Background: an optimization exercise with open tools, aiming at small area. Do not read the settings as production practice.
Only simulation tests tie the RTL to the original design; equivalence was not proved.

== juniper ==
==> flow/design.v <==
`timescale 1ns/100ps
module pcSequencer (
	input  logic        clk,
	input  logic        rst,
	input  logic        instrValid,
	input  logic [31:0] instr,
	input  logic        aluValid,
	input  logic [4:0]  aluDest,
	input  logic [31:0] aluData,
	input  logic        aluCarry,
	output logic        nextPcValid,
	output logic [31:0] nextPc,
	output logic        branchTaken
);
	logic [1:0] cSrc;
	logic       cPol, cReg, cLink;
	always_comb begin
		cSrc  = 2'd0;
		cPol  = 1'b0;
		cReg  = 1'b0;
		cLink = 1'b0;
		case (instr[31:29])
			3'b001: begin
				cPol = 1'b1;
				cReg = 1'b1;
			end
			3'b010: begin
				case (instr[28:26])
					3'd0: cPol = 1'b1;
					3'd1: begin
						cPol  = 1'b1;
						cLink = 1'b1;
					end
					3'd2: cSrc = 2'd1;
					3'd3: begin
						cSrc = 2'd1;
						cPol = 1'b1;
					end
					default: ;
				endcase
			end
			3'b100: begin
				case (instr[28:26])
					3'd0: cSrc = 2'd2;
					3'd1: cSrc = 2'd3;
					3'd2: begin
						cSrc = 2'd3;
						cPol = 1'b1;
					end
					default: ;
				endcase
			end
			default: ;
		endcase
	end
	logic        dValid;
	logic [1:0]  dSrc;
	logic        dPol, dReg, dLink;
	logic [23:0] dBits;
	always_ff @(posedge clk) begin
		dValid <= instrValid & ~rst;
		dSrc   <= cSrc;
		dPol   <= cPol;
		dReg   <= cReg;
		dLink  <= cLink;
		dBits  <= instr[23:0];
	end
	logic [31:0] regFile [0:31];
	logic        carryFlag;
	logic        linkValid;
	logic [31:0] linkData;
	logic [31:0] wrData;
	logic [31:0] wrData31;
	logic [31:0] wrEn;
	assign wrData   = aluData & {32{~rst}};
	assign wrData31 = (linkValid & ~rst) ? linkData : wrData;
	always_comb begin
		for (int i = 0; i < 31; i++) begin
			wrEn[i] = rst | (aluValid & (aluDest == 5'(i)));
		end
		wrEn[31] = rst | linkValid | (aluValid & (aluDest == 5'd31));
	end
	always_ff @(posedge clk) begin
		for (int i = 0; i < 31; i++) begin
			if (wrEn[i]) regFile[i] <= wrData;
		end
		if (wrEn[31]) regFile[31] <= wrData31;
	end
	always_ff @(posedge clk) begin
		if (rst | aluValid) carryFlag <= aluCarry & ~rst;
	end
	logic [31:0] rdSel;
	always_comb begin
		for (int i = 0; i < 32; i++) begin
			rdSel[i] = (dBits[23:19] == 5'(i));
		end
	end
	logic [31:0] rdGrpN [0:10];
	for (genvar g = 0; g < 10; g++) begin : gRdGrp
		for (genvar j = 0; j < 32; j++) begin : gBit
			aoi222 u_aoi (
				.a0 (rdSel[3*g]),   .b0 (regFile[3*g][j]),
				.a1 (rdSel[3*g+1]), .b1 (regFile[3*g+1][j]),
				.a2 (rdSel[3*g+2]), .b2 (regFile[3*g+2][j]),
				.y  (rdGrpN[g][j])
			);
		end
	end
	for (genvar j = 0; j < 32; j++) begin : gRdLast
		aoi22 u_aoi (
			.a0 (rdSel[30]), .b0 (regFile[30][j]),
			.a1 (rdSel[31]), .b1 (regFile[31][j]),
			.y  (rdGrpN[10][j])
		);
	end
	logic [31:0] rdData;
	always_comb begin
		rdData = '0;
		for (int g = 0; g < 11; g++) begin
			rdData = rdData | ~rdGrpN[g];
		end
	end
	logic srcVal;
	always_comb begin
		case (dSrc)
			2'd0: srcVal = 1'b0;
			2'd1: srcVal = carryFlag;
			2'd2: srcVal = rdData[31];
			default: srcVal = (rdData == '0);
		endcase
	end
	logic        fValid, fTaken, fLink;
	logic [31:0] fTarget;
	always_ff @(posedge clk) begin
		fValid  <= dValid & ~rst;
		fTaken  <= dPol ^ srcVal;
		fLink   <= dLink;
		fTarget <= dReg ? rdData : {8'd0, dBits[23:19] & {5{~dSrc[1]}}, dBits[18:0]};
	end
	logic [31:0] pcRegN;
	logic [31:0] pcReg;
	assign pcReg = ~pcRegN;
	logic [32:0] pcCarry;
	logic [31:0] pcPlusOne;
	assign pcCarry[0] = 1'b1;
	for (genvar j = 0; j < 32; j++) begin : gInc
		assign pcCarry[j+1] = pcCarry[j] & pcReg[j];
		assign pcPlusOne[j] = pcCarry[j] ^ pcReg[j];
	end
	logic selTarget, selStep, selHold;
	assign selTarget = ~rst & fValid & fTaken;
	assign selStep   = ~rst & fValid & ~fTaken;
	assign selHold   = ~rst & ~fValid;
	logic [31:0] pcNext;
	for (genvar j = 0; j < 32; j++) begin : gPcNext
		aoi222 u_aoi (
			.a0 (selTarget), .b0 (fTarget[j]),
			.a1 (selStep),   .b1 (pcPlusOne[j]),
			.a2 (selHold),   .b2 (pcReg[j]),
			.y  (pcNext[j])
		);
	end
	always_ff @(posedge clk) begin
		pcRegN      <= pcNext;
		nextPcValid <= fValid & ~rst;
		branchTaken <= fValid & fTaken & ~rst;
		linkValid   <= fValid & fLink & ~rst;
		linkData    <= pcPlusOne;
	end
	assign nextPc = pcReg;
endmodule
module aoi222 (
	input  logic a0, b0, a1, b1, a2, b2,
	output logic y
);
	assign y = ~((a0 & b0) | (a1 & b1) | (a2 & b2));
endmodule
module aoi22 (
	input  logic a0, b0, a1, b1,
	output logic y
);
	assign y = ~((a0 & b0) | (a1 & b1));
endmodule
Settings: LEC_CHECK=0, CAP_MARGIN=20, CORE_MARGIN=2, CORE_UTILIZATION=60, PLACE_DENSITY=0.75, SLEW_MARGIN=20, SYNTH_HIERARCHICAL=1; clock period 8.0 ns.
standard.sh (not shown) runs the stock make flow with config.mk's settings and CLKGATE_MAP_FILE= SYNTH_SCRIPT=/design/flow/synth_recipe.tcl, a recipe that flattens the netlist after the stock synthesis.
==> flow/flow/run.sh <==
#!/bin/bash
# Standard ORFS layout with two changes: port buffers use the smallest
# buffer, and clock tree sinks are clustered in larger groups without
# dummy loads.
set -euo pipefail
cd "$(dirname "$0")/.."
bash standard.sh \
	"BUFFER_PORTS_ARGS=-buffer_cell sky130_fd_sc_hd__buf_1" \
	"CTS_ARGS=-sink_clustering_enable -repair_clock_nets -dont_use_dummy_load -sink_clustering_size 28 -sink_clustering_max_diameter 80" \
	finish > flow_make.log 2>&1
juniper completed every stage of the flow, and the final layout passed the timing, DRC and antenna checks.
Modified inputs, xenon compared to juniper
-- flow/design.v --
<<< juniper, line 138
		fTarget <= dReg ? rdData : {8'd0, dBits[23:19] & {5{~dSrc[1]}}, dBits[18:0]};
	end
	logic [31:0] pcRegN;
	logic [31:0] pcReg;
	assign pcReg = ~pcRegN;
	logic [32:0] pcCarry;
	logic [31:0] pcPlusOne;
	assign pcCarry[0] = 1'b1;
	for (genvar j = 0; j < 32; j++) begin : gInc
		assign pcCarry[j+1] = pcCarry[j] & pcReg[j];
		assign pcPlusOne[j] = pcCarry[j] ^ pcReg[j];
	end
	logic selTarget, selStep, selHold;
	assign selTarget = ~rst & fValid & fTaken;
	assign selStep   = ~rst & fValid & ~fTaken;
	assign selHold   = ~rst & ~fValid;
	logic [31:0] pcNext;
	for (genvar j = 0; j < 32; j++) begin : gPcNext
		aoi222 u_aoi (
			.a0 (selTarget), .b0 (fTarget[j]),
			.a1 (selStep),   .b1 (pcPlusOne[j]),
			.a2 (selHold),   .b2 (pcReg[j]),
			.y  (pcNext[j])
		);
	end
	always_ff @(posedge clk) begin
		pcRegN      <= pcNext;
		nextPcValid <= fValid & ~rst;
		branchTaken <= fValid & fTaken & ~rst;
>>> xenon, line 138
		fTarget <= dReg ? rdData : {8'd0, dBits[23:19] & {5{~dSrc[1]}}, dBits[18:0]};
	end
	logic [31:0] pcReg;
	logic [31:0] pcPlusOne;
	assign pcPlusOne = pcReg + 32'd1;
	always_ff @(posedge clk) begin
		if (rst) begin
			pcReg <= '0;
		end else if (fValid) begin
			pcReg <= fTaken ? fTarget : pcPlusOne;
		end
		nextPcValid <= fValid & ~rst;
		branchTaken <= fValid & fTaken & ~rst;
==> results.txt <==
- | aggregate routed wire length | xenon vs juniper | worse |
- In terms of portion of netlist area occupied by mux cells, xenon and juniper differ only marginally.
- The run showing the greater floorplan die area is xenon.
- [xenon] final design area excluding fillers rose 1.4% relative to juniper
- Between juniper and xenon, the global-route usage over all layers does not differ in any meaningful way.

==> re-timing with driven ports <==
The flow's constraints put no driver on any port. The routed layouts listed below were extracted and timed again, unchanged, in two steps.
Step 1 (the two cells are an assumption about what drives the block):
set clk [get_ports {clk}]
set_driving_cell -lib_cell sky130_fd_sc_hd__clkbuf_16 $clk
set_driving_cell -lib_cell sky130_fd_sc_hd__buf_2 [delete_from_list [all_inputs] $clk]
Step 2 moves the port delays by t, midway between the first and last clock arrival at a register: inputs arrive t later, outputs are due t later. That takes back most of the time a late clock gives input paths.
a / b / c = ideal ports / drivers / drivers and shift; a / b = the first two.
run | t (ns) | slack for setup (ns) | hold slack, ns | worst register clock-pin slew, ns | cell pins on the clock port's net
juniper | 0.664 | 1.424 / 1.424 / 1.424 | 0.337 / 0.337 / 0.337 | 0.11 / 0.11 | 1
xenon | 0.706 | 3.539 / 3.539 / 3.507 | 0.338 / 0.338 / 0.338 | 0.11 / 0.11 | 1
After both steps setup and hold are still met in every run listed. For xenon, which loses most, drivers alone change the setup slack by 0.000 ns; drivers and shift together by -0.032 ns.
